This is an optimization exercise on Yosys and OpenROAD, whose aim is small area, not a production implementation.
Where RTL was checked, it was by simulation tests only, not by an equivalence proof against the original.
The RTL of runs 1 and 2 was laid out without a check of its function.
Power figures rest on the tool's default switching activity, not on a simulated workload. The clock port is modelled as an ideal driver; clocking choices that lean on that would not hold on a real chip.

$ cat flow/flow/run.sh
#!/bin/bash
# The standard layout, with buf_1 port buffers and a clock tree of up to 20-sink
# clkbuf_8 leaf clusters without dummy loads. standard.sh's output goes to
# standard.log; ORFS keeps each tool's log under orfs/logs. Tie cells are
# not split per load (SKIP_REPAIR_TIE_FANOUT).
export BUFFER_PORTS_ARGS="-buffer_cell sky130_fd_sc_hd__buf_1"
export CTS_ARGS="-sink_clustering_enable -repair_clock_nets -dont_use_dummy_load -buf_list sky130_fd_sc_hd__clkbuf_8 -sink_clustering_size 20 -sink_clustering_max_diameter 70"
export SKIP_REPAIR_TIE_FANOUT=1
bash standard.sh > standard.log 2>&1
$ cat flow/config.mk
export PLATFORM = sky130hd
export DESIGN_NAME = mips_cpu
export DESIGN_NICKNAME = mips_cpu
export VERILOG_FILES = /design/flow/design.v
export SDC_FILE = /design/flow/constraint.sdc
export NUM_CORES = 4
export LEC_CHECK = 0
export CAP_MARGIN = 20
export CORE_MARGIN = 2
export CORE_UTILIZATION = 70
export SLEW_MARGIN = 20
export SYNTH_HIERARCHICAL = 1
$ cat flow/constraint.sdc
create_clock -name core_clock -period 10.0 [get_ports {clk}]
set_input_delay 2.0000 -clock core_clock [delete_from_list [all_inputs] [get_ports {clk}]]
set_output_delay 2.0000 -clock core_clock [all_outputs]
set_load 0.01 [all_outputs]
$ cat flow/design.v
`timescale 1ns/100ps
`default_nettype none
package mips_pkg;
    typedef enum logic [3:0] {
        st_boot = 4'd0,   
        st_d    = 4'd9,   
        st_ex   = 4'd1,   
        st_slt  = 4'd2,   
        st_br   = 4'd3,   
        st_swl  = 4'd4,   
        st_sws  = 4'd5,   
        st_lw   = 4'd6,   
        st_pc   = 4'd7,   
        st_pcs  = 4'd8    
    } state_t;
    localparam logic [5:0] OP_R    = 6'h00;
    localparam logic [5:0] OP_J    = 6'h02;
    localparam logic [5:0] OP_BEQ  = 6'h04;
    localparam logic [5:0] OP_BNE  = 6'h05;
    localparam logic [5:0] OP_ADDI = 6'h08;
    localparam logic [5:0] OP_LW   = 6'h23;
    localparam logic [5:0] OP_SW   = 6'h2b;
endpackage
`default_nettype wire
`timescale 1ns/100ps
`default_nettype none
module mips_cpu (
    input  wire logic                        clk,
    input  wire logic                        clk_en,
    input  wire logic                        reset,
    input  wire logic [32-1:0] r_data,    
    output logic                             wr_en,
    output logic [32-1:0]      mem_addr,
    output logic [32-1:0]      w_data
);
    mips_pkg::state_t      st;
    logic [4:0]  ph;
    logic        pol;
    logic [31:1] rf_q;        
    logic        pc_q;        
    logic [9:0]  mar;         
    logic [31:0] wd;          
    logic        c;           
    logic        cp;          
    logic        flag;        
    logic [5:0] op;
    logic [4:0] rs, rt, rd;
    assign op = r_data[31:26];
    assign rs = r_data[25:21];
    assign rt = r_data[20:16];
    assign rd = r_data[15:11];
    logic is_r, is_j, is_beq, is_bne, is_addi, is_lw, is_sw;
    assign is_r    = (op == mips_pkg::OP_R);
    assign is_j    = (op == mips_pkg::OP_J);
    assign is_beq  = (op == mips_pkg::OP_BEQ);
    assign is_bne  = (op == mips_pkg::OP_BNE);
    assign is_addi = (op == mips_pkg::OP_ADDI);
    assign is_lw   = (op == mips_pkg::OP_LW);
    assign is_sw   = (op == mips_pkg::OP_SW);
    logic s_boot, s_d, s_ex, s_slt, s_br, s_swl, s_sws, s_lw, s_pc, s_pcs;
    assign s_boot = (st == mips_pkg::st_boot);
    assign s_d    = (st == mips_pkg::st_d);
    assign s_ex   = (st == mips_pkg::st_ex);
    assign s_slt  = (st == mips_pkg::st_slt);
    assign s_br   = (st == mips_pkg::st_br);
    assign s_swl  = (st == mips_pkg::st_swl);
    assign s_sws  = (st == mips_pkg::st_sws);
    assign s_lw   = (st == mips_pkg::st_lw);
    assign s_pc   = (st == mips_pkg::st_pc);
    assign s_pcs  = (st == mips_pkg::st_pcs);
    logic ph0, last, mem_d, av;
    assign ph0  = (ph == 5'd0);
    assign last = (ph == 5'd31);
    assign mem_d = s_d && (is_lw || is_sw);
    assign av    = mem_d ? ((ph >= 5'd2) && (ph <= 5'd11)) : (ph <= 5'd9);
    logic raw, xb;
    mux32 raw_mux (.d(r_data), .s(ph), .y(raw));
    assign xb  = ph[4] ? r_data[15] : raw;   
    logic a, b, pv;
    logic pq;
    mux32 rd_mux (.d({rf_q, pol}), .s(s_ex ? rt : rs), .y(pq));
    assign pv = pq ^ pol;
    assign a  = s_ex ? wd[0] : pv;
    assign b  = pv;
    logic pc0;
    assign pc0 = pc_q ^ pol;
    logic sub, bo, cin, sum, cout, res, less, eqb;
    assign sub  = is_r && r_data[1];
    assign bo   = (is_r ? b : xb) ^ sub;
    assign cin  = ph0 ? sub : c;
    assign sum  = a ^ bo ^ cin;
    assign cout = (a & bo) | (a & cin) | (bo & cin);
    assign res  = (is_r && r_data[2]) ? (r_data[0] ? (a | b) : (a & b)) : sum;
    assign less = (a ^ b) ? a : sum;
    assign eqb  = !(a ^ b) && (ph0 || flag);
    logic pa, pb, pcin, psum, pcout, pc_in;
    assign pa    = (s_swl || s_sws) ? mar[0] : pc0;
    assign pb    = s_br && raw;
    assign pcin  = ph0 ? !s_br : cp;
    assign psum  = pa ^ pb ^ pcin;
    assign pcout = (pa & pb) | (pa & pcin) | (pb & pcin);
    always_comb begin
        if (s_boot) pc_in = 1'b0;
        else if (mem_d) pc_in = sum;                               
        else if (s_d && is_j) pc_in = raw;                         
        else if (s_d || s_br || s_swl || s_sws) pc_in = psum;
        else pc_in = pc0;
    end
    logic       we, wb;
    logic [4:0] wa;
    assign we = (s_ex && is_r && !r_data[3]) || (s_d && is_addi) || s_slt || s_lw;
    assign wa = s_lw ? wd[20:16] : (is_r ? rd : rt);
    assign wb = s_lw ? raw : (s_slt ? (ph0 && flag) : res);
    mips_pkg::state_t nx;
    always_comb begin
        nx = mips_pkg::st_pc;
        case (st)
            mips_pkg::st_boot: nx = mips_pkg::st_d;
            mips_pkg::st_d: begin
                if (is_r || is_beq || is_bne || is_sw) nx = mips_pkg::st_ex;
                else if (is_lw) nx = mips_pkg::st_swl;
                else nx = mips_pkg::st_pc;
            end
            mips_pkg::st_ex: begin
                if (is_r && r_data[3]) nx = mips_pkg::st_slt;
                else if (is_sw) nx = mips_pkg::st_sws;
                else if ((is_beq && eqb) || (is_bne && !eqb)) nx = mips_pkg::st_br;
                else nx = mips_pkg::st_pc;
            end
            mips_pkg::st_swl: nx = mips_pkg::st_lw;
            mips_pkg::st_sws: nx = mips_pkg::st_pcs;
            mips_pkg::st_pc, mips_pkg::st_pcs: nx = mips_pkg::st_d;
            default: nx = mips_pkg::st_pc;
        endcase
    end
    always_ff @(posedge clk) begin
        if (reset) begin
            st <= mips_pkg::st_boot;
            ph <= 5'd0;
        end else if (clk_en) begin
            ph <= ph + 5'd1;
            if (last) st <= nx;
        end
    end
    always_ff @(posedge clk) begin
        pol <= reset ? 1'b0 : !pol;
    end
    logic [3:0]  dl_n;
    logic [7:0]  dh_n;
    logic [31:1] wsel, rot;
    always_comb begin
        for (int k = 0; k < 4; k++) dl_n[k] = (wa[1:0] != 2'(k));
        for (int k = 0; k < 8; k++) dh_n[k] = !(clk_en && we && (wa[4:2] == 3'(k)));
    end
    for (genvar i = 1; i < 32; i++) begin : g_row
        row_sel rs_i (
            .dl_n(dl_n[i % 4]), .dh_n(dh_n[i / 4]), .sh_n(!clk_en),
            .wsel(wsel[i]), .rot(rot[i])
        );
    end
    logic pc_sh;
    assign pc_sh = clk_en && av;
    gpr_file rf_inst (
        .clk(clk), .sh(clk_en), .sh_n(!clk_en), .wsel(wsel), .rot(rot), .wd(wb ^ pol), .q(rf_q)
    );
    pol_shift #(.N(10), .W(1)) pc_inst (
        .clk(clk), .sh(pc_sh), .sh_n(!pc_sh), .d(pc_in ^ pol), .q(pc_q)
    );
    logic mar_sh, wd_sh;
    assign mar_sh = clk_en && av && (s_boot || s_swl || s_sws || s_pc || s_pcs);
    assign wd_sh  = clk_en && (s_d || s_ex);
    hold_shift #(.N(10)) mar_inst (
        .clk(clk), .sh(mar_sh), .sh_n(!mar_sh), .d(s_boot ? 1'b0 : pc0), .q(mar)
    );
    hold_shift #(.N(32)) wd_inst (
        .clk(clk), .sh(wd_sh), .sh_n(!wd_sh), .d(s_d ? (is_lw ? raw : pv) : (is_sw ? pv : wd[0])), .q(wd)
    );
    always_ff @(posedge clk) begin
        if (clk_en) begin
            c <= cout;
            if (s_ex) flag <= (is_r && r_data[3]) ? less : eqb;
            cp <= pcout;
        end
    end
    assign mem_addr = {20'd0, mar, 2'b00};
    assign w_data   = wd;
    assign wr_en    = clk_en && s_pcs && ph0;
endmodule
module pol_shift #(
    parameter int N = 32,
    parameter int W = 1
) (
    input  wire logic         clk,
    input  wire logic         sh,
    input  wire logic         sh_n,
    input  wire logic [W-1:0] d,
    output logic [W-1:0]      q
);
    logic [N-1:0] r [W];
    always_ff @(posedge clk) begin
        for (int w = 0; w < W; w++) begin
            r[w] <= ~(({N{sh_n}} | {d[w], r[w][N-1:1]}) & ({N{sh}} | r[w]));
        end
    end
    always_comb begin
        for (int w = 0; w < W; w++) q[w] = r[w][0];
    end
endmodule
`default_nettype wire
module hold_shift #(
    parameter int N = 32
) (
    input  wire logic         clk,
    input  wire logic         sh,
    input  wire logic         sh_n,
    input  wire logic         d,
    output logic [N-1:0]      q
);
    always_ff @(posedge clk) begin
        q <= ({N{sh_n}} | {d, q[N-1:1]}) & ({N{sh}} | q);
    end
endmodule
`default_nettype wire
module gpr_file (
    input  wire logic        clk,
    input  wire logic        sh,
    input  wire logic        sh_n,
    input  wire logic [31:1] wsel,
    input  wire logic [31:1] rot,
    input  wire logic        wd,
    output logic [31:1]      q
);
    logic [31:0] r [31:1];
    always_ff @(posedge clk) begin
        for (int i = 1; i < 32; i++) begin
            r[i][31]   <= !((wsel[i] && wd) || (rot[i] && r[i][0]) || (sh_n && r[i][31]));
            r[i][30:0] <= ~(({31{sh_n}} | r[i][31:1]) & ({31{sh}} | r[i][30:0]));
        end
    end
    always_comb begin
        for (int i = 1; i < 32; i++) q[i] = r[i][0];
    end
endmodule
module mux32 (
    input  wire logic [31:0] d,
    input  wire logic [4:0]  s,
    output logic             y
);
    logic [7:0] l1;
    logic [1:0] l2;
    for (genvar i = 0; i < 8; i++) begin : g_l1
        mux4 m (.d(d[4*i +: 4]), .s(s[1:0]), .y(l1[i]));
    end
    for (genvar i = 0; i < 2; i++) begin : g_l2
        mux4 m (.d(l1[4*i +: 4]), .s(s[3:2]), .y(l2[i]));
    end
    assign y = s[4] ? l2[1] : l2[0];
endmodule
module mux4 (
    input  wire logic [3:0] d,
    input  wire logic [1:0] s,
    output logic            y
);
    assign y = d[s];
endmodule
`default_nettype wire
module row_sel (
    input  wire logic dl_n,
    input  wire logic dh_n,
    input  wire logic sh_n,
    output logic      wsel,
    output logic      rot
);
    nor_gate g_wsel (.a(dl_n), .b(dh_n), .y(wsel));
    nor_gate g_rot  (.a(wsel), .b(sh_n), .y(rot));
endmodule
module nor_gate (
    input  wire logic a,
    input  wire logic b,
    output logic      y
);
    assign y = !(a || b);
endmodule
`default_nettype wire
$ cat flow/standard.sh
#!/bin/bash
# synth_recipe.tcl (not shown) runs the flow's synth.tcl, then flattens the netlist and writes it again
# the make line also repeats each setting of config.mk as NAME=value (left out here)
make -C /OpenROAD-flow-scripts/flow DESIGN_CONFIG=/design/flow/config.mk WORK_HOME=/design/flow/orfs CLKGATE_MAP_FILE= SYNTH_SCRIPT=/design/flow/synth_recipe.tcl "${@:-finish}"
==> results of run 1 <==
[layout by cell type, fill, tap and decap left out, types with 10 or more instances in the layout]
cell type,n
a21oi_1,13
a222oi_1,31
buf_1,76
buf_4,12
clkbuf_8,59
dfxtp_1,1054
inv_1,10
mux4_2,20
nand2_1,13
nand3_1,12
nor2_1,91
o21ai_0,12
o22a_1,13
o22a_2,29
o22ai_1,969
[worst max-delay path, delay by kind of cell]
family                   cells  cell delay, ps
adder cells (fa/ha/maj)      1             520
buffers and inverters        3             400
XOR/XNOR                     2            1020
AO/OA/AOI/OAI                3             760
multiplexers                 5            1850
[power breakdown]
group          internal [µW]  leakage (µW)  switching, µW
Sequential              4880       0.00891            391
Clock                    531      0.000424           1140
Combinational            377       0.00234            360
Total                   5780        0.0117           1890
[sequential cells by signal (all words and copies together), names as in the netlist]
register	count
pc_inst.r	10
mar_inst.q	10
rf_inst.r	992
pol	1
c	1
st	4
ph	5
flag	1
wd_inst.q	32
cp	1
[modules after synthesis, one instance, submodules excluded, excerpt]
| module | cell area, µm² | flops+latches |
|---|---|---|
| mux32 | 15.01 | 0 |
| mips_cpu | 1780 | 13 |
| gpr_file | 27720 | 992 |
| nor_gate | 3.754 | 0 |
| mux4 | 22.52 | 0 |
[cell families after synthesis]
group                      Yosys count
DFF                               1057
AOI/OAI and AO/OA                 1094
muxes                               35
other                                1
adders and majority gates            9
buffers and inverters              305
xor gates and xnor gates             8
and+or+nand+nor                    161
[per-layer routing]
layer,global-route usage,vias up,part of all wire
met5,0,-,0
met4,0.06050,0,0.021
met3,0.03019,81,0.031
met2,0.3423,239,0.45
met1,0.3397,9291,0.50
li1,-,9979,-
[worst max path at each step]
stage	start	end	slack, ps	cells past startpoint
6_report	r_data[16]	rf_inst.r[30][31]	3910	14
2_1_floorplan	r_data[21]	rf_inst.r[1][31]	4310	14
5_1_grt	st[3]	rf_inst.r[22][31]	3670	14
3_5_place_dp	r_data[16]	rf_inst.r[7][31]	3280	14
3_3_place_gp	r_data[16]	rf_inst.r[21][31]	3230	14
4_1_cts	st[3]	rf_inst.r[10][31]	3970	14
[layout make-up]
type | instances | area [µm²] | area share
Sequential cell | 1057 | 21190 | 0.6614
Clock buffer | 59 | 812.0 | 0.02535
Multi-Input combinational cell | 1308 | 8748 | 0.2731
Tap cell | 600 | 750.7 | 0.02343
Timing Repair Buffer | 95 | 484.2 | 0.01511
Inverter | 11 | 48.80 | 0.001523
Antenna cell | 1 | 2.502 | 0.00007811
[through the flow]
step           cell area, µm²  hold slack, ps
2_1_floorplan           31820           411.8
3_3_place_gp            31170           426.8
3_5_place_dp            31180           431.7
4_1_cts                 32000           430.3
5_1_grt                 32040           442.2
6_report                32040           436.2
==> flow_metrics.py, run 1 <==
metrics = {
    "logic_synthesis": {
        "syn_inst": 2670,
        "syn-num-nets": 2714,
        "synth_fa_ha_area_frac": 0.004011,
        "synthSimpleGateAreaFrac": 0.02481,
        "ys_warn_count": 13,
        "synthFlopType": "dfxtp_1",
        "synth_edf_count": 3,
        "synth_most_common_cell": "dfxtp_1",
        "ys_types": 67,
        "synth_top_family_by_area": "compound AO/OA/AOI/OAI gates",
        "yosysTopAreaCellShare": 0.6631,
        "synth-xor-area-share": 0.002202,
        "synth-seq-cells": 1057,
        "ys_async_sr_fraction": 0,
        "ys_seq_area_frac": 0.6660,
        "synthMuxAreaShare": 0.01939,
        "ys_top_cells_by_area": "dfxtp_1, o22ai_1, buf_2, buf_6, mux4_2",
        "synth_compound_area_frac": 0.2238,
        "synth_common_cells": "dfxtp_1, o22ai_1, buf_2",
        "yosysTopAreaCell": "dfxtp_1",
        "syn_area_um2": 31820,
        "avgSynthCellArea_um2": 11.92,
    },
    "worst_setup_path": {
        "rr_endpoint": "rf_inst.r[30][31]",
        "cp_slowest_cell": "xnor2_4",
        "critPathKind": "in -> reg",
        "reg2reg_depth": 14,
        "crit_required_ps": 10480,
        "cpPeakStageDelay_ps": 760,
        "crit_chain": "buf_1, mux2_2, mux4_2, mux4_2, mux2_4, xor2_1, inv_1, a21oi_1, inv_1, fa_1, mux2i_1, o21ai_0, xnor2_4, a222oi_1",
        "cp-start-kind": "input pin",
        "r2r_start": "st[3]",
        "path_max_fanout": 31,
        "setup.worst_path.end_class": "flip-flop",
        "critical_path_arrival_ps": 6570,
        "reg2reg_slack_ps": 3970,
    },
    "die": {
        "coreArea_um2": 45090,
        "die_x_um": 217.2,
        "num_rows": 78,
        "die-area_um2": 47180,
        "io_pins": 100,
        "start_util": 0.7057,
        "die_y_um": 217.2,
    },
    "cells_and_area": {
        "postLayoutCoreUtil": 0.7105,
        "layout-drive-gt1-share": 0.05850,
        "final_cells": 3131,
        "area_delta_synth_final_pct": 0.6843,
        "n_fill_cell": 3218,
        "final_nets": 2576,
    },
    "global_route": {
        "grt_remaining_overflow": 0,
        "antenna_found_initial": 1,
        "grt_pass1_wl_mm": 90.56,
        "track_usage": 0.2250,
        "grt_pass1_vias": 17931,
        "grt_max_degree": 273,
    },
    "placement": {
        "portBuffers": 77,
        "post-dp-hpwl_mm": 31.88,
        "place_inst": 3070,
        "dp_worst_setup_slack_ps": 3277,
        "gp_congestion": 0.8707,
    },
    "sta": {
        "worst_slew_pin_slew_ps": 1089,
        "rsz0062_at_grt": "false",
        "min_period_over_period": 0.6090,
        "finalSetupViolCount": 0,
        "final.min_clock_period_ps": 6090,
        "drv_slew": 0,
        "worst_slack_ps": 3910,
        "fin_tns_setup_ps": 0,
        "fmax_mhz": 164.2,
        "maxSlewHeadroom": 0.2742,
        "fin_skew_ps": 58.01,
        "hold_viol_final": 0,
    },
    "pwr": {
        "p_leak_uw": 0.01168,
        "ir_drop_v": 0.0002082,
        "powerDensity_nw_per_um2": 239.6,
        "design_power_total_uw": 7676,
    },
    "cts": {
        "cts_buffer_depth": 3,
        "cts_setup_buffers": 0,
        "cts_tree": "built",
        "cts_made_buffers": 59,
        "cts-resized-gates": 0,
        "clock-sinks": 1057,
        "cts_hold_buffers": 0,
        "clock_latency_ps": 690,
        "root_buffer": "clkbuf_8",
        "clk_pin_slew_ps": 120,
        "htreeDepth": 2,
    },
    "detailed_routing": {
        "drcViolationCount": 0,
        "num_vias": 19590,
        "detail_route.wl_per_cell_um": 17.38,
        "postRouteAntennaNets": 0,
        "initialDrtViolationCount": 1500,
        "finalWirelength_mm": 54.40,
        "vias_per_cell": 6.257,
        "drt_pre_antenna_iters": 8,
    },
    "worst_hold_path": {
        "whs_path_depth": 1,
        "hp-class": "reg -> reg",
        "worstHoldStart": "rf_inst.r[11][2]",
        "min_to": "rf_inst.r[11][1]",
    },
    "status": {
        "outcome": "complete, no violations",
    },
    "run": {
        "maxCapViolCount": 0,
    },
}
==> run 2, diff against run 1 <==
--- a/flow/flow/run.sh
+++ b/flow/flow/run.sh
@@ -6,3 +6,3 @@
 export BUFFER_PORTS_ARGS="-buffer_cell sky130_fd_sc_hd__buf_1"
-export CTS_ARGS="-sink_clustering_enable -repair_clock_nets -dont_use_dummy_load -buf_list sky130_fd_sc_hd__clkbuf_8 -sink_clustering_size 20 -sink_clustering_max_diameter 70"
+export CTS_ARGS="-sink_clustering_enable -repair_clock_nets -dont_use_dummy_load -buf_list sky130_fd_sc_hd__clkbuf_16 -sink_clustering_size 36 -sink_clustering_max_diameter 70"
 export SKIP_REPAIR_TIE_FANOUT=1
==> flow_metrics.py, run 2 <==
metrics = {
    "worst_hold_path": {
        "min_to": "rf_inst.r[11][6]",
        "whs_path_depth": 1,
        "worstHoldStart": "rf_inst.r[11][7]",
        "hp-class": "reg -> reg",
    },
    "cts": {
        "cts_setup_buffers": 0,
        "cts_made_buffers": 40,
        "htreeDepth": 2,
        "cts_buffer_depth": 3,
        "root_buffer": "clkbuf_16",
        "clock_latency_ps": 620,
        "cts-resized-gates": 0,
        "clk_pin_slew_ps": 120,
        "clock-sinks": 1057,
        "cts_hold_buffers": 0,
        "cts_tree": "built",
    },
    "detailed_routing": {
        "drt_pre_antenna_iters": 5,
        "highest-signal-layer": "met4",
        "num_vias": 19598,
        "dr_wl_met3_mm": 1.656,
        "finalWirelength_mm": 54.28,
        "drcViolationCount": 0,
        "detail_route.wl_per_cell_um": 17.45,
        "wl_met1_mm": 27.30,
        "initialDrtViolationCount": 1522,
        "vias_per_cell": 6.302,
        "postRouteAntennaNets": 0,
        "dr_wl_met2_mm": 24.35,
    },
    "logic_synthesis": {
        "synthSimpleGateAreaFrac": 0.02481,
        "synthMuxAreaShare": 0.01939,
        "ys_async_sr_fraction": 0,
        "syn_area_um2": 31820,
        "synth_fa_ha_area_frac": 0.004011,
        "ys_warn_count": 13,
        "synth_compound_area_frac": 0.2238,
        "yosysTopAreaCellShare": 0.6631,
        "synthFlopType": "dfxtp_1",
        "ys_types": 67,
        "synth_most_common_cell": "dfxtp_1",
        "yosysTopAreaCell": "dfxtp_1",
        "synth_common_cells": "dfxtp_1, o22ai_1, buf_2",
        "syn-num-nets": 2714,
        "ys_top_cells_by_area": "dfxtp_1, o22ai_1, buf_2, buf_6, mux4_2",
        "synth-seq-cells": 1057,
        "synth-xor-area-share": 0.002202,
        "avgSynthCellArea_um2": 11.92,
        "synth_top_family_by_area": "compound AO/OA/AOI/OAI gates",
        "ys_seq_area_frac": 0.6660,
        "synth_edf_count": 3,
        "syn_inst": 2670,
    },
    "worst_setup_path": {
        "r2r_start": "st[3]",
        "setup.worst_path.end_class": "flip-flop",
        "critPathKind": "in -> reg",
        "reg2reg_slack_ps": 4000,
        "reg2reg_depth": 14,
        "crit_required_ps": 10380,
        "cp-start-kind": "input pin",
        "path_max_fanout": 31,
        "critical_path_arrival_ps": 6560,
        "rr_endpoint": "rf_inst.r[1][31]",
        "startpoint": "r_data[16]",
    },
    "cells_and_area": {
        "layout_common_cells": "dfxtp_1, o22ai_1, nor2_1, buf_1, clkbuf_16",
        "final_common_cell": "dfxtp_1",
        "final_nets": 2556,
        "largest-register": "rf_inst.r",
        "largest_reg_flops": 992,
        "area_delta_synth_final_pct": 1.195,
        "diodes": 0,
        "layout-drive-gt1-share": 0.05100,
        "top_regs": "rf_inst.r: 992 flops, wd_inst.q: 32 flops",
    },
    "sta": {
        "rsz0062_at_grt": "false",
        "hold_viol_final": 0,
        "drv_slew": 0,
        "fin_tns_setup_ps": 0,
        "finalSetupViolCount": 0,
        "fmax_mhz": 161.9,
        "min_period_over_period": 0.6177,
        "maxSlewHeadroom": 0.2397,
        "final.min_clock_period_ps": 6177,
        "worst_slew_pin_slew_ps": 1140,
        "hold_ws_ps": 403.2,
        "fin_skew_ps": 89.09,
    },
    "global_route": {
        "grt_remaining_overflow": 0,
        "antenna_found_initial": 0,
        "grt_max_degree": 273,
        "track_usage": 0.2251,
        "grt_pass1_wl_mm": 90.39,
        "grt_pass1_vias": 17782,
    },
    "placement": {
        "portBuffers": 77,
        "gp_congestion": 0.8707,
        "post-dp-hpwl_mm": 31.88,
    },
    "pwr": {
        "design_power_total_uw": 7876,
        "p_sw_uw": 1899,
        "p_seq_frac": 0.669,
        "power.internal_uw": 5977,
        "p_clk_frac": 0.238,
        "powerDensity_nw_per_um2": 244.6,
        "combPwrFrac": 0.094,
        "ir_drop_v": 0.0002022,
        "p_sw_frac": 0.2411,
        "p_leak_uw": 0.01174,
    },
    "die": {
        "die-area_um2": 47180,
        "coreArea_um2": 45090,
        "die_y_um": 217.2,
        "start_util": 0.7057,
        "io_pins": 100,
        "die_x_um": 217.2,
        "num_rows": 78,
    },
    "run": {
        "maxCapViolCount": 0,
    },
    "status": {
        "outcome": "complete, no violations",
    },
}
-- run 2: cell types whose count changed in the layout (fill, tap and decap cells not counted), sizes merged --
cell and delta:
clkbuf -19, buf -1, diode -1
-- run 2: modules after synthesis (local to each module, per instance), excerpt --
module	area, µm²	cells inside	copies in the design
mips_cpu	1780	237	1
mux32	15.01	1	2
nor_gate	3.754	1	62
mux4	22.52	1	20
gpr_file	27720	2235	1
-- run 2: layout make-up --
class	instances	area (µm²)
fillers	3195	12890
inverters	11	48.80
well taps	600	750.7
repair buffers	94	460.4
clock buffers	40	1001
flip-flops and latches	1057	21190
multi-input cells	1308	8748
-- run 2: logic make-up after synthesis --
family                   after synthesis
flip-flops                          1057
AND/OR/NAND/NOR                      161
AO/OA/AOI/OAI                       1094
multiplexers                          35
other                                  1
buffers and inverters                305
XOR/XNOR                               8
adder cells (fa/ha/maj)                9
-- run 2: worst max path at each step --
| stage | to | slack [ps] | cells past startpoint |
|---|---|---|---|
| 4_1_cts | rf_inst.r[1][31] | 3870 | 14 |
| 3_5_place_dp | rf_inst.r[7][31] | 3280 | 14 |
| 5_1_grt | rf_inst.r[22][31] | 3580 | 14 |
| 6_report | rf_inst.r[1][31] | 3820 | 14 |
| 3_3_place_gp | rf_inst.r[21][31] | 3230 | 14 |
| 2_1_floorplan | rf_inst.r[1][31] | 4310 | 14 |
-- run 2: layer usage --
metal / vias up / track usage
li1: 9955 / -
met1: 9350 / 0.3403
met2: 227 / 0.3437
met3: 66 / 0.03424
met4: 0 / 0.05023
met5: - / 0
-- run 2: worst max-delay path: stages --
cell,delay (ps)
buf_1,140
mux2_2,370
mux4_2,550
mux4_2,470
mux2_4,280
xor2_1,260
inv_1,140
a21oi_1,290
inv_1,120
fa_1,520
mux2i_1,170
o21ai_0,220
xnor2_4,760
a222oi_1,240
-- run 2: power groups by stage --
| stage | logic (µW) | clock network [µW] | registers, µW |
|---|---|---|---|
| floorplan | 647 | 0 | 5240 |
| global placement | 693 | 0 | 5330 |
| detailed placement | 733 | 0 | 5350 |
| CTS | 737 | 1930 | 5260 |
| global route | 824 | 2060 | 5340 |
| finish | 736 | 1870 | 5270 |
-- run 2: metrics by stage --
| stage | cell area [µm²] | setup slack (ps) | std cells | utilization |
|---|---|---|---|---|
| 2_1_floorplan | 31820 | 4310 | 2670 | - |
| 6_report | 32200 | 3823 | 3110 | 0.7141 |
| 3_3_place_gp | 31170 | 3229 | 3070 | 0.6914 |
| 4_1_cts | 32180 | 3866 | 3110 | 0.7138 |
| 3_5_place_dp | 31180 | 3277 | 3070 | 0.6916 |
| 5_1_grt | 32200 | 3575 | 3110 | 0.7141 |
==> run 3, diff against run 2 <==
--- a/flow/design.v
+++ b/flow/design.v
@@ -218,5 +218,18 @@
 );
-    always_ff @(posedge clk) begin
-        q <= ({N{sh_n}} | {d, q[N-1:1]}) & ({N{sh}} | q);
-    end
+    logic [N-1:0] nx;
+    for (genvar i = 0; i < N; i++) begin : g_bit
+        hold_bit hb (.sh(sh), .sh_n(sh_n), .d(i == N - 1 ? d : q[(i + 1) % N]), .q(q[i]), .y(nx[i]));
+    end
+    always_ff @(posedge clk) begin
+        q <= nx;
+    end
+endmodule
+module hold_bit (
+    input  wire logic sh,
+    input  wire logic sh_n,
+    input  wire logic d,
+    input  wire logic q,
+    output logic      y
+);
+    assign y = (sh_n || d) && (sh || q);
 endmodule
--- a/flow/flow/run.sh
+++ b/flow/flow/run.sh
@@ -6,3 +6,3 @@
 export BUFFER_PORTS_ARGS="-buffer_cell sky130_fd_sc_hd__buf_1"
-export CTS_ARGS="-sink_clustering_enable -repair_clock_nets -dont_use_dummy_load -buf_list sky130_fd_sc_hd__clkbuf_16 -sink_clustering_size 36 -sink_clustering_max_diameter 70"
+export CTS_ARGS="-sink_clustering_enable -repair_clock_nets -dont_use_dummy_load -buf_list sky130_fd_sc_hd__clkbuf_8 -sink_clustering_size 20 -sink_clustering_max_diameter 70"
 export SKIP_REPAIR_TIE_FANOUT=1
--- a/flow/config.mk
+++ b/flow/config.mk
@@ -10,2 +10,3 @@
 export CORE_UTILIZATION = 70
+export GPL_TIMING_DRIVEN = 0
 export SLEW_MARGIN = 20
==> flow_metrics.py, run 3 <==
metrics = {
    "pwr": {
        "power.internal_uw": 5835,
        "ir_drop_v": 0.0001592,
        "powerDensity_nw_per_um2": 232.1,
        "p_sw_uw": 1954,
        "p_clk_frac": 0.217,
        "p_leak_uw": 0.01277,
        "combPwrFrac": 0.107,
        "p_seq_frac": 0.676,
        "p_sw_frac": 0.2509,
    },
    "worst_hold_path": {
        "whs_path_depth": 1,
        "min_to": "rf_inst.r[13][13]",
        "hp-class": "reg -> reg",
        "worstHoldStart": "rf_inst.r[13][14]",
    },
    "worst_setup_path": {
        "rr_endpoint": "rf_inst.r[17][31]",
        "critPathKind": "in -> reg",
        "reg2reg_depth": 17,
        "reg2reg_slack_ps": 3530,
        "setup.worst_path.end_class": "flip-flop",
        "cp-start-kind": "input pin",
        "critical_path_arrival_ps": 7030,
        "r2r_start": "st[0]",
        "crit_required_ps": 10550,
        "path_max_fanout": 10,
    },
    "cells_and_area": {
        "final_cells": 3389,
        "largest-register": "rf_inst.r",
        "postLayoutCoreUtil": 0.7540,
        "layout-drive-gt1-share": 0.1326,
        "final_common_cell": "dfxtp_1",
        "multi_input_area_um2": 8705,
        "diodes": 0,
        "top_regs": "rf_inst.r: 992 flops, wd_inst.q: 32 flops",
        "final_area_um2": 33560,
        "seq_area_um2": 21190,
        "final_nets": 2843,
        "layout_common_cells": "dfxtp_1, o22ai_1, buf_2, nor2_1, buf_1",
        "n_fill_cell": 3061,
        "largest_reg_flops": 992,
        "area_delta_synth_final_pct": 5.832,
    },
    "cts": {
        "clk_pin_slew_ps": 110,
        "cts_made_buffers": 59,
        "root_buffer": "clkbuf_8",
        "cts_hold_buffers": 0,
        "cts-resized-gates": 0,
        "clock_latency_ps": 710,
        "htreeDepth": 2,
        "cts_buffer_depth": 3,
        "clock-sinks": 1057,
        "cts_setup_buffers": 0,
        "cts_tree": "built",
    },
    "detailed_routing": {
        "finalWirelength_mm": 59.21,
        "vias_per_cell": 6.175,
        "detail_route.wl_per_cell_um": 17.47,
        "drt_pre_antenna_iters": 6,
        "num_vias": 20927,
        "drcViolationCount": 0,
        "postRouteAntennaNets": 0,
        "initialDrtViolationCount": 1401,
    },
    "sta": {
        "fin_skew_ps": 44.26,
        "rsz0062_at_grt": "false",
        "final.min_clock_period_ps": 6484,
        "maxSlewHeadroom": 0.3647,
        "min_period_over_period": 0.6484,
        "fmax_mhz": 154.2,
        "finalSetupViolCount": 0,
        "fin_tns_setup_ps": 0,
        "hold_viol_final": 0,
        "drv_slew": 0,
        "worst_slew_pin_slew_ps": 951.9,
    },
    "logic_synthesis": {
        "synth-seq-cells": 1057,
        "ys_async_sr_fraction": 0,
        "synth_fa_ha_area_frac": 0.004025,
        "ys_seq_area_frac": 0.6683,
        "syn_area_um2": 31710,
        "yosysTopAreaCellShare": 0.6654,
        "ys_types": 66,
        "synthSimpleGateAreaFrac": 0.02490,
        "synth_top_family_by_area": "compound AO/OA/AOI/OAI gates",
        "yosysTopAreaCell": "dfxtp_1",
        "syn-num-nets": 2706,
        "ys_top_cells_by_area": "dfxtp_1, o22ai_1, buf_2, mux4_2, buf_6",
        "avgSynthCellArea_um2": 11.91,
        "synthMuxAreaShare": 0.01945,
        "synth_compound_area_frac": 0.2235,
        "synth_edf_count": 3,
        "syn_inst": 2662,
        "synth_most_common_cell": "dfxtp_1",
        "synthFlopType": "dfxtp_1",
        "ys_warn_count": 13,
        "synth_common_cells": "dfxtp_1, o22ai_1, buf_2",
        "synth-xor-area-share": 0.002210,
    },
    "placement": {
        "placed_area_um2": 32740,
        "portBuffers": 76,
        "place_inst": 3330,
        "post-dp-hpwl_mm": 39.97,
        "gp_congestion": 0.8574,
    },
    "global_route": {
        "track_usage": 0.2512,
        "grt_max_degree": 36,
        "grt_pass1_wl_mm": 99.34,
        "antenna_found_initial": 1,
        "grt_pass1_vias": 20330,
        "grt_remaining_overflow": 0,
    },
    "die": {
        "coreArea_um2": 44510,
        "num_rows": 77,
        "io_pins": 100,
        "die_x_um": 216.8,
        "die_y_um": 216.8,
        "start_util": 0.7124,
        "die-area_um2": 47020,
    },
    "run": {
        "maxCapViolCount": 0,
    },
    "status": {
        "outcome": "complete, no violations",
    },
}
[run 3: cells by family after synthesis]
| group | Yosys count |
|---|---|
| flops | 1057 |
| xor+xnor | 8 |
| compound gates | 1094 |
| simple gates | 161 |
| mux | 35 |
| fa+ha+maj | 9 |
| other cells | 1 |
| buf+inv | 297 |
[run 3: area by class of cell]
| class | instances | area share |
|---|---|---|
| flip-flops and latches | 1057 | 0.6314 |
| multi-input cells | 1308 | 0.2594 |
| plain buffers | 286 | 0.05317 |
| clock buffers | 59 | 0.02420 |
| well taps | 592 | 0.02207 |
| repair buffers | 76 | 0.008501 |
| inverters | 11 | 0.001230 |
[run 3: how the worst max path moves through the flow]
stage                    start                end  cells past startpoint
global placement    r_data[16]  rf_inst.r[13][31]                     15
finish              r_data[16]  rf_inst.r[17][31]                     15
CTS                      st[0]  rf_inst.r[17][31]                     17
global route             st[0]  rf_inst.r[19][31]                     17
detailed placement  r_data[16]  rf_inst.r[15][31]                     15
floorplan           r_data[21]   rf_inst.r[1][31]                     14
[run 3: per-layer routing]
metal | vias up | routed length (µm) | GRT usage | part of all wire
met3 | 111 | 2100 | 0.03033 | 0.035
met1 | 9986 | 28330 | 0.3572 | 0.48
met2 | 327 | 27250 | 0.4038 | 0.46
met4 | 0 | 1525 | 0.08219 | 0.026
met5 | - | 0 | 0 | 0
li1 | 10503 | - | - | -
[run 3: through the flow]
stage / hold slack (ps) / setup WS [ps] / total power (µW)
global route: 434.5 / 3248 / 8144
CTS: 427.0 / 3550 / 7831
global placement: 422.9 / 2769 / 6093
detailed placement: 431.1 / 2801 / 6173
floorplan: 411.8 / 4310 / 5885
finish: 431.5 / 3516 / 7789
[run 3: worst max-delay path, stage by stage]
cell      delay, ps
buf_1           120
mux2_2          460
mux4_2          590
mux4_2          530
mux2_4          280
xor2_1          340
inv_1           150
a21oi_1         280
inv_1           110
fa_1            510
mux2i_1         150
o21ai_0         150
xnor2_1         560
clkbuf_1        550
a222oi_1        230
[run 3: power by group through the flow]
stage	Combinational (µW)	Clock (µW)	Sequential, µW
after floorplan	645	0	5240
after global placement	781	0	5310
after detailed placement	831	0	5340
after CTS	831	1740	5260
after global routing	921	1890	5340
final	831	1690	5270
[run 3: modules after synthesis (local to each module, per instance), excerpt]
module    flip-flops and latches  cells inside  times used
mux32                          0             1           2
nor_gate                       0             1          62
mux4                           0             1          20
mips_cpu                      13           237           1
gpr_file                     992          2235           1
hold_bit                       0             1          42
==> run 4, diff against run 3 <==
--- a/flow/config.mk
+++ b/flow/config.mk
@@ -10,3 +10,2 @@
 export CORE_UTILIZATION = 70
-export GPL_TIMING_DRIVEN = 0
 export SLEW_MARGIN = 20
==> flow_metrics.py, run 4 <==
metrics = {
    "logic_synthesis": {
        "synth_common_cells": "dfxtp_1, o22ai_1, buf_2",
        "ys_types": 66,
        "syn_inst": 2662,
        "syn_area_um2": 31710,
        "ys_top_cells_by_area": "dfxtp_1, o22ai_1, buf_2, mux4_2, buf_6",
        "ys_async_sr_fraction": 0,
        "synth_edf_count": 3,
        "avgSynthCellArea_um2": 11.91,
        "synthFlopType": "dfxtp_1",
        "syn-num-nets": 2706,
        "ys_seq_area_frac": 0.6683,
        "synth-seq-cells": 1057,
        "synth_most_common_cell": "dfxtp_1",
        "ys_warn_count": 13,
        "yosysTopAreaCellShare": 0.6654,
        "yosysTopAreaCell": "dfxtp_1",
    },
    "die": {
        "num_rows": 77,
        "die_y_um": 216.8,
        "io_pins": 100,
        "die-area_um2": 47020,
        "die_x_um": 216.8,
        "start_util": 0.7124,
        "coreArea_um2": 44510,
    },
    "pwr": {
        "p_leak_uw": 0.01167,
        "p_seq_frac": 0.687,
        "p_sw_frac": 0.2459,
        "ir_drop_v": 0.0001871,
        "powerDensity_nw_per_um2": 239.5,
        "p_clk_frac": 0.218,
        "combPwrFrac": 0.096,
        "p_sw_uw": 1886,
        "power.internal_uw": 5783,
    },
    "sta": {
        "drv_slew": 0,
        "fmax_mhz": 173.9,
        "maxSlewHeadroom": 0.2374,
        "fin_tns_setup_ps": 0,
        "hold_viol_final": 0,
        "worst_slew_pin_slew_ps": 1144,
        "fin_skew_ps": 97.23,
        "finalSetupViolCount": 0,
        "final.min_clock_period_ps": 5752,
        "rsz0062_at_grt": "false",
        "worst_slack_ps": 4248,
        "min_period_over_period": 0.5752,
    },
    "detailed_routing": {
        "drt_pre_antenna_iters": 6,
        "drcViolationCount": 0,
        "postRouteAntennaNets": 0,
        "initialDrtViolationCount": 1615,
        "vias_per_cell": 6.292,
        "num_vias": 19630,
        "finalWirelength_mm": 54.14,
        "detail_route.wl_per_cell_um": 17.35,
    },
    "worst_setup_path": {
        "reg2reg_depth": 15,
        "crit_end": "rf_inst.r[4][31]",
        "setup.worst_path.end_class": "flip-flop",
        "reg2reg_slack_ps": 4290,
        "critPathKind": "in -> reg",
        "path_max_fanout": 31,
        "cp-start-kind": "input pin",
        "crit_required_ps": 10420,
        "rr_endpoint": "rf_inst.r[4][31]",
        "r2r_start": "st[3]",
        "critical_path_arrival_ps": 6170,
        "startpoint": "r_data[16]",
    },
    "global_route": {
        "antenna_found_initial": 0,
        "grt_pass1_vias": 18150,
        "grt_max_degree": 288,
        "grt_pass1_wl_mm": 90.23,
        "track_usage": 0.2237,
        "grt_remaining_overflow": 0,
    },
    "cells_and_area": {
        "area_delta_synth_final_pct": 1.006,
        "layout_common_cells": "dfxtp_1, o22ai_1, nor2_1, buf_1, clkbuf_8",
        "layout-drive-gt1-share": 0.04628,
        "diodes": 0,
        "final_common_cell": "dfxtp_1",
        "largest_reg_flops": 992,
        "largest-register": "rf_inst.r",
        "top_regs": "rf_inst.r: 992 flops, wd_inst.q: 32 flops",
        "final_nets": 2574,
    },
    "placement": {
        "gp_congestion": 0.8522,
        "dp_worst_setup_slack_ps": 3583,
        "portBuffers": 77,
        "post-dp-hpwl_mm": 31.24,
    },
    "cts": {
        "cts_made_buffers": 59,
        "cts_setup_buffers": 0,
        "cts-resized-gates": 0,
        "cts_hold_buffers": 0,
        "htreeDepth": 2,
        "cts_tree": "built",
        "clock-sinks": 1057,
        "clk_pin_slew_ps": 120,
        "cts_buffer_depth": 3,
        "clock_latency_ps": 700,
        "root_buffer": "clkbuf_8",
    },
    "run": {
        "maxCapViolCount": 0,
    },
    "status": {
        "outcome": "complete, no violations",
    },
    "worst_hold_path": {
        "hp-class": "reg -> reg",
    },
}
==> run 4: changes by cell type in the layout (fill, tap and decap cells not counted), moves of 3 or more <==
cell and change:
buf_12 +5, buf_16 +3, buf_2 -177, buf_4 -46
buf_6 -38, clkbuf_1 -16
==> run 4: area by class of cell <==
cell class,count,area [µm²]
Sequential cell,1057,21190
Inverter,11,48.80
Clock buffer,59,812.0
Timing Repair Buffer,93,535.5
Fill cell,3147,12480
Multi-Input combinational cell,1308,8701
Tap cell,592,740.7
==> run 4: stage by stage <==
step,power [µW],hold slack [ps],instances,cell area (µm²),util
after floorplan,5885,411.8,2662,31710,-
after global placement,6029,424.9,3058,31130,0.6995
after detailed placement,6082,428.8,3058,31130,0.6995
after CTS,7724,404.6,3117,31950,0.7177
after global routing,8034,407.9,3120,32030,0.7196
final,7669,401.1,3120,32030,0.7196
==> run 4: power by group through the flow <==
| stage | Sequential (µW) | Combinational [µW] | Clock, µW |
|---|---|---|---|
| finish | 5270 | 733 | 1670 |
| global route | 5340 | 820 | 1870 |
| CTS | 5260 | 733 | 1730 |
| detailed placement | 5350 | 731 | 0 |
| global placement | 5330 | 694 | 0 |
| floorplan | 5240 | 645 | 0 |
==> run 4: modules after synthesis, one instance, submodules excluded, excerpt <==
module    flops+latches  copies in the design  cell area (µm²)  cells inside
gpr_file            992                     1            27720          2235
hold_bit              0                    42            8.758             1
mips_cpu             13                     1             1780           237
mux32                 0                     2            15.01             1
mux4                  0                    20            22.52             1
nor_gate              0                    62            3.754             1
==> run 4: logic make-up after synthesis <==
logic type                 Yosys count  share of synthesized area
adders and majority gates            9                   0.004025
buffers and inverters              297                    0.05757
muxes                               35                    0.01945
other                                1                  0.0001183
DFF                               1057                     0.6683
xor gates and xnor gates             8                   0.002209
and+or+nand+nor                    161                    0.02490
AOI/OAI and AO/OA                 1094                     0.2235
==> run 4: worst min-delay path by stage <==
stage | from | end | slack (ps) | depth (start not counted)
after global placement | pc_inst.r[0][6] | pc_inst.r[0][6] | 420 | 1
after CTS | rf_inst.r[20][31] | rf_inst.r[20][30] | 400 | 1
after global routing | rf_inst.r[20][31] | rf_inst.r[20][30] | 410 | 1
final | rf_inst.r[20][31] | rf_inst.r[20][30] | 400 | 1
after detailed placement | pc_inst.r[0][6] | pc_inst.r[0][6] | 430 | 1
after floorplan | pc_inst.r[0][6] | pc_inst.r[0][6] | 410 | 1
==> run 4: routing by layer <==
metal	GRT usage	wire [µm]
met5	0	0
met4	0.06644	1143
met3	0.02935	1440
met2	0.3428	24530
met1	0.3339	27020
==> run 4: critical path: stages <==
cell and delay, ps:
buf_1 140, mux2_2 380, mux4_2 550, mux4_2 470, mux2_4 280, xor2_1 260
inv_1 130, a21oi_1 280, inv_1 120, fa_1 560, mux2i_1 90, o21ai_0 290
xnor2_2 150, buf_4 320, a222oi_1 160
==> run 5, diff against run 4 <==
--- a/flow/config.mk
+++ b/flow/config.mk
@@ -7,6 +7,6 @@
 export LEC_CHECK = 0
-export CAP_MARGIN = 20
+export CAP_MARGIN = 0
 export CORE_MARGIN = 2
 export CORE_UTILIZATION = 70
-export SLEW_MARGIN = 20
+export SLEW_MARGIN = 0
 export SYNTH_HIERARCHICAL = 1
==> flow_metrics.py, run 5 <==
metrics = {
    "status": {
        "outcome": "complete, no violations",
    },
    "cells_and_area": {
        "largest-register": "rf_inst.r",
        "layout-drive-gt1-share": 0.04515,
        "n_fill_cell": 3156,
        "diodes": 0,
        "final_cells": 3117,
        "final_nets": 2571,
        "layout_common_cells": "dfxtp_1, o22ai_1, nor2_1, buf_1, clkbuf_8",
        "area_delta_synth_final_pct": 0.7456,
        "largest_reg_flops": 992,
        "postLayoutCoreUtil": 0.7177,
        "top_regs": "rf_inst.r: 992 flops, wd_inst.q: 32 flops",
        "final_common_cell": "dfxtp_1",
    },
    "cts": {
        "cts_hold_buffers": 0,
        "cts_setup_buffers": 0,
        "cts-resized-gates": 0,
        "clock-sinks": 1057,
        "htreeDepth": 2,
        "clk_pin_slew_ps": 120,
        "cts_buffer_depth": 3,
        "cts_tree": "built",
        "root_buffer": "clkbuf_8",
        "cts_made_buffers": 59,
        "clock_latency_ps": 700,
    },
    "pwr": {
        "powerDensity_nw_per_um2": 240.1,
        "p_sw_uw": 1889,
        "p_sw_frac": 0.2463,
        "p_seq_frac": 0.687,
        "ir_drop_v": 0.0001855,
        "combPwrFrac": 0.095,
        "power.internal_uw": 5782,
        "p_leak_uw": 0.01164,
        "p_clk_frac": 0.218,
        "design_power_total_uw": 7671,
    },
    "run": {
        "maxCapViolCount": 0,
    },
    "global_route": {
        "grt_remaining_overflow": 0,
        "grt_max_degree": 288,
        "track_usage": 0.2237,
        "antenna_found_initial": 0,
        "grt_pass1_vias": 18150,
        "grt_pass1_wl_mm": 90.23,
    },
    "worst_setup_path": {
        "setup.worst_path.end_class": "flip-flop",
        "critical_path_arrival_ps": 6200,
        "path_max_fanout": 31,
        "cp_slowest_cell": "fa_1",
        "reg2reg_slack_ps": 4260,
        "crit_required_ps": 10420,
        "crit_end": "rf_inst.r[4][31]",
        "crit_chain": "buf_1, mux2_2, mux4_2, mux4_2, mux2_4, xor2_1, inv_1, a21oi_1, inv_1, fa_1, mux2i_1, o21ai_0, xnor2_2, buf_4, a222oi_1",
        "r2r_start": "st[3]",
        "rr_endpoint": "rf_inst.r[4][31]",
        "reg2reg_depth": 15,
        "cp-start-kind": "input pin",
        "crit_cells": 15,
        "path_buf_inv": 4,
        "critPathKind": "in -> reg",
        "cpPeakStageDelay_ps": 560,
        "startpoint": "r_data[16]",
        "cpLargestDelayFamily": "multiplexers",
    },
    "sta": {
        "drv_slew": 0,
        "hold_viol_final": 0,
        "finalSetupViolCount": 0,
        "fin_skew_ps": 96.18,
        "hold_ws_ps": 402.9,
        "rsz0062_at_grt": "false",
        "final.min_clock_period_ps": 5781,
        "worst_slew_pin_slew_ps": 1162,
        "maxSlewHeadroom": 0.2252,
        "fmax_mhz": 173.0,
        "min_period_over_period": 0.5781,
        "fin_tns_setup_ps": 0,
    },
    "die": {
        "start_util": 0.7124,
        "io_pins": 100,
        "die-area_um2": 47020,
        "num_rows": 77,
        "die_x_um": 216.8,
        "die_y_um": 216.8,
        "coreArea_um2": 44510,
    },
    "detailed_routing": {
        "postRouteAntennaNets": 0,
        "detail_route.wl_per_cell_um": 17.36,
        "initialDrtViolationCount": 1674,
        "drcViolationCount": 0,
        "vias_per_cell": 6.282,
        "num_vias": 19581,
        "drt_pre_antenna_iters": 5,
        "finalWirelength_mm": 54.10,
    },
    "logic_synthesis": {
        "synth-seq-cells": 1057,
        "syn-num-nets": 2706,
        "ys_async_sr_fraction": 0,
        "yosysTopAreaCell": "dfxtp_1",
        "ys_types": 66,
        "avgSynthCellArea_um2": 11.91,
        "yosysTopAreaCellShare": 0.6654,
        "synth_edf_count": 3,
        "ys_top_cells_by_area": "dfxtp_1, o22ai_1, buf_2, mux4_2, buf_6",
        "ys_seq_area_frac": 0.6683,
        "syn_inst": 2662,
        "synth_most_common_cell": "dfxtp_1",
        "syn_area_um2": 31710,
        "ys_warn_count": 13,
        "synth_common_cells": "dfxtp_1, o22ai_1, buf_2",
        "synthFlopType": "dfxtp_1",
    },
    "placement": {
        "post-dp-hpwl_mm": 31.24,
        "place_inst": 3058,
        "portBuffers": 77,
        "gp_congestion": 0.8522,
    },
    "worst_hold_path": {
        "hp-class": "reg -> reg",
        "worstHoldStart": "rf_inst.r[20][31]",
    },
}
-- run 5: changes by cell type in the layout (fill, tap and decap cells not counted) --
cell / delta
buf_16: -3
-- run 5: per-layer routing --
metal / global-route usage / part of all wire / vias to the layer above
met2: 0.3428 / 0.45 / 239
met1: 0.3339 / 0.50 / 9328
li1: - / - / 9938
met5: 0 / 0 / -
met4: 0.06644 / 0.021 / 0
met3: 0.02935 / 0.026 / 76
-- run 5: worst register-to-register path: cells and delay by family, from the launching register on --
family	cells	cell delay, ps
AO/OA/AOI/OAI	3	740
XOR/XNOR	2	410
adder cells (fa/ha/maj)	1	560
buffers and inverters	3	590
flip-flops	1	470
multiplexers	5	1920
AND/OR/NAND/NOR	1	840
-- run 5: worst min-delay path by stage --
stage                              endpoint  depth (start not counted)
after floorplan             pc_inst.r[0][6]                          1
after global placement      pc_inst.r[0][6]                          1
after detailed placement    pc_inst.r[0][6]                          1
after CTS                 rf_inst.r[20][30]                          1
after global routing      rf_inst.r[20][30]                          1
final                     rf_inst.r[20][30]                          1
-- run 5: logic make-up (layout without fill, tap and decap cells) --
family                   Yosys count  count (layout)  share of synthesized area
AO/OA/AOI/OAI                   1094            1094                     0.2235
flip-flops                      1057            1057                     0.6683
buffers and inverters            297             160                    0.05757
AND/OR/NAND/NOR                  161             161                    0.02490
multiplexers                      35              35                    0.01945
adder cells (fa/ha/maj)            9               9                   0.004025
XOR/XNOR                           8               8                   0.002209
other                              1               1                  0.0001183
-- run 5: per-module statistics from Yosys (local to each module, per instance), a selection --
| module | cells inside | cell area, µm² | copies in the design |
|---|---|---|---|
| mux4 | 1 | 22.52 | 20 |
| mux32 | 1 | 15.01 | 2 |
| gpr_file | 2235 | 27720 | 1 |
| nor_gate | 1 | 3.754 | 62 |
| mips_cpu | 237 | 1780 | 1 |
| hold_bit | 1 | 8.758 | 42 |
-- run 5: power groups by stage --
| stage | combinational (µW) | clock [µW] | sequential [µW] |
|---|---|---|---|
| 2_1_floorplan | 645 | 0 | 5240 |
| 3_3_place_gp | 694 | 0 | 5330 |
| 3_5_place_dp | 731 | 0 | 5350 |
| 4_1_cts | 733 | 1730 | 5260 |
| 5_1_grt | 817 | 1870 | 5340 |
| 6_report | 732 | 1670 | 5270 |
-- run 5: area by class of cell --
type	count	area, µm²	share of cell area
Multi-Input combinational cell	1308	8701	0.2724
Timing Repair Buffer	90	452.9	0.01418
Tap cell	592	740.7	0.02319
Sequential cell	1057	21190	0.6633
Inverter	11	48.80	0.001527
Clock buffer	59	812.0	0.02542
-- run 5: metrics by stage --
stage	worst slack [ps]	instance area (µm²)
3_3_place_gp	3752	31130
5_1_grt	3900	31950
6_report	4219	31950
2_1_floorplan	4310	31710
3_5_place_dp	3583	31130
4_1_cts	4254	31950
==> run 6, diff against run 5 <==
--- a/flow/config.mk
+++ b/flow/config.mk
@@ -9,3 +9,3 @@
 export CORE_MARGIN = 2
-export CORE_UTILIZATION = 70
+export CORE_UTILIZATION = 65
 export SLEW_MARGIN = 0
==> flow_metrics.py, run 6 <==
metrics = {
    "status": {
        "outcome": "complete, no violations",
    },
    "logic_synthesis": {
        "avgSynthCellArea_um2": 11.91,
        "ys_seq_area_frac": 0.6683,
        "yosysTopAreaCellShare": 0.6654,
        "synth_common_cells": "dfxtp_1, o22ai_1, buf_2",
        "syn_area_um2": 31710,
        "synth_most_common_cell": "dfxtp_1",
        "ys_async_sr_fraction": 0,
        "ys_types": 66,
        "yosysTopAreaCell": "dfxtp_1",
        "syn-num-nets": 2706,
        "ys_warn_count": 13,
        "syn_inst": 2662,
        "synthFlopType": "dfxtp_1",
        "synth-seq-cells": 1057,
        "synth_edf_count": 3,
        "ys_top_cells_by_area": "dfxtp_1, o22ai_1, buf_2, mux4_2, buf_6",
    },
    "global_route": {
        "grt_max_degree": 296,
        "antenna_found_initial": 0,
        "grt_pass1_wl_mm": 89.71,
        "track_usage": 0.2072,
        "grt_remaining_overflow": 0,
        "grt_pass1_vias": 18121,
    },
    "detailed_routing": {
        "detail_route.wl_per_cell_um": 17.08,
        "num_vias": 19614,
        "vias_per_cell": 6.245,
        "drcViolationCount": 0,
        "initialDrtViolationCount": 1408,
        "finalWirelength_mm": 53.66,
        "drt_pre_antenna_iters": 6,
        "postRouteAntennaNets": 0,
    },
    "cts": {
        "htreeDepth": 2,
        "clock_latency_ps": 720,
        "cts_made_buffers": 59,
        "cts_setup_buffers": 0,
        "cts-resized-gates": 0,
        "clk_pin_slew_ps": 110,
        "cts_buffer_depth": 3,
        "root_buffer": "clkbuf_8",
        "cts_tree": "built",
        "clock-sinks": 1057,
        "cts_hold_buffers": 0,
    },
    "sta": {
        "rsz0062_at_grt": "false",
        "fmax_mhz": 176.0,
        "final.min_clock_period_ps": 5681,
        "min_period_over_period": 0.5681,
        "maxSlewHeadroom": 0.04982,
        "hold_viol_final": 0,
        "fin_skew_ps": 84.94,
        "worst_slack_ps": 4319,
        "drv_slew": 0,
        "worst_slew_pin_slew_ps": 1425,
        "finalSetupViolCount": 0,
        "fin_tns_setup_ps": 0,
    },
    "pwr": {
        "ir_drop_v": 0.0001676,
        "powerDensity_nw_per_um2": 239.9,
        "p_leak_uw": 0.01164,
    },
    "cells_and_area": {
        "final_nets": 2572,
        "final_common_cell": "dfxtp_1",
        "area_delta_synth_final_pct": 0.8207,
        "diodes": 0,
        "largest-register": "rf_inst.r",
        "largest_reg_flops": 992,
        "top_regs": "rf_inst.r: 992 flops, wd_inst.q: 32 flops",
        "layout-drive-gt1-share": 0.04553,
        "layout_common_cells": "dfxtp_1, o22ai_1, nor2_1, buf_1, clkbuf_8",
    },
    "die": {
        "start_util": 0.6614,
        "die-area_um2": 50570,
        "coreArea_um2": 47950,
        "io_pins": 100,
        "num_rows": 80,
        "die_x_um": 224.9,
        "die_y_um": 224.9,
    },
    "worst_setup_path": {
        "setup.worst_path.end_class": "flip-flop",
        "path_max_fanout": 31,
        "reg2reg_slack_ps": 4360,
        "crit_required_ps": 10470,
        "cp-start-kind": "input pin",
        "critPathKind": "in -> reg",
        "critical_path_arrival_ps": 6150,
        "crit_end": "rf_inst.r[5][31]",
        "rr_endpoint": "rf_inst.r[5][31]",
        "reg2reg_depth": 15,
        "startpoint": "r_data[16]",
        "r2r_start": "st[3]",
    },
    "worst_hold_path": {
        "hp-class": "reg -> reg",
        "whs_path_depth": 1,
    },
    "placement": {
        "gp_congestion": 0.8198,
        "portBuffers": 77,
        "dp_worst_setup_slack_ps": 3567,
        "post-dp-hpwl_mm": 30.31,
    },
    "run": {
        "maxCapViolCount": 0,
    },
}
## run 6: cell counts after synthesis
No cell type changed its count.
## run 6: per-stage QoR
| step | util | area, µm² | total power [µW] | std cells | hold slack [ps] |
|---|---|---|---|---|---|
| after floorplan | - | 31710 | 5885 | 2662 | 411.8 |
| after global placement | 0.6498 | 31160 | 6030 | 3082 | 427.5 |
| after detailed placement | 0.6498 | 31160 | 6076 | 3082 | 431.9 |
| after CTS | 0.6668 | 31970 | 7739 | 3141 | 409.2 |
| after global routing | 0.6668 | 31970 | 8046 | 3141 | 424.7 |
| final | 0.6668 | 31970 | 7670 | 3141 | 415.9 |
## run 6: logic make-up (layout without fill, tap and decap cells)
group | count (synthesis) | count (layout) | synth area share
AOI/OAI and AO/OA | 1094 | 1094 | 0.2235
DFF | 1057 | 1057 | 0.6683
buffers and inverters | 297 | 161 | 0.05757
and+or+nand+nor | 161 | 161 | 0.02490
muxes | 35 | 35 | 0.01945
adders and majority gates | 9 | 9 | 0.004025
xor gates and xnor gates | 8 | 8 | 0.002209
other | 1 | 1 | 0.0001183
## run 6: modules after synthesis (local to each module, per instance), a selection
module / flip-flops and latches / area [µm²] / times used
mips_cpu: 13 / 1780 / 1
hold_bit: 0 / 8.758 / 42
mux4: 0 / 22.52 / 20
nor_gate: 0 / 3.754 / 62
mux32: 0 / 15.01 / 2
gpr_file: 992 / 27720 / 1
## run 6: critical path, cell delays in order
cell      delay [ps]
buf_1            130
mux2_2           370
mux4_2           550
mux4_2           470
mux2_4           280
xor2_1           270
inv_1            140
a21oi_1          240
inv_1            110
fa_1             570
mux2i_1           90
o21ai_0          260
xnor2_2          150
buf_4            320
a222oi_1         170
## run 6: area by class of cell
type / instances / area (µm²)
clock buffer: 59 / 812.0
timing repair buffer: 91 / 447.9
multi-input combinational: 1308 / 8701
fill: 3644 / 15980
inverter: 11 / 48.80
sequential: 1057 / 21190
tap: 615 / 769.5
## run 6: layer usage
metal / share of wire / global-route usage
met5: 0 / 0
met1: 0.51 / 0.3133
met2: 0.44 / 0.3068
met3: 0.030 / 0.02926
met4: 0.025 / 0.06793
## run 6: worst min path at each step
stage | start | end | slack (ps)
after global routing | rf_inst.r[12][9] | rf_inst.r[12][8] | 420
after floorplan | pc_inst.r[0][6] | pc_inst.r[0][6] | 410
after CTS | rf_inst.r[12][4] | rf_inst.r[12][3] | 410
after detailed placement | rf_inst.r[20][5] | rf_inst.r[20][4] | 430
final | rf_inst.r[12][4] | rf_inst.r[12][3] | 420
after global placement | pc_inst.r[0][6] | pc_inst.r[0][6] | 430
## run 6: power by group
group	total (µW)	internal (µW)	switching, µW
sequential	5260	4880	382
clock	1690	531	1150
combinational	727	375	352

[afterwards: timing with drivers on the ports]
Ports are ideal in the flow. The routed layouts listed here were re-timed in OpenROAD.
Step 1: set_driving_cell puts a clkbuf_16 on clk and a buf_2 on each other input, an assumption about the parent block.
Step 2 also shifts input and output timing later by t, the mid clock arrival at the registers, as if the neighbouring blocks saw the same clock.
a / b / c = no drivers / after step 1 / after step 2; a / b = the first two.
run | t (ns) | setup WS [ns] | worst data-port slew with drivers (ns) | cell pins on the clock port's net
run 1 | 0.712 | 3.910 / 3.937 / 3.225 | 0.08 | 1
run 2 | 0.633 | 3.823 / 3.858 / 3.226 | 0.08 | 1
run 3 | 0.740 | 3.516 / 3.532 / 2.796 | 0.06 | 1
run 4 | 0.708 | 4.248 / 4.279 / 3.572 | 0.05 | 1
run 5 | 0.709 | 4.219 / 4.249 / 3.540 | 0.05 | 1
run 6 | 0.726 | 4.319 / 4.344 / 3.618 | 0.08 | 1
After both steps every run listed still meets setup and hold. The setup slack of run 3, which loses most, moves by +0.016 ns with the drivers and by -0.720 ns with both steps.
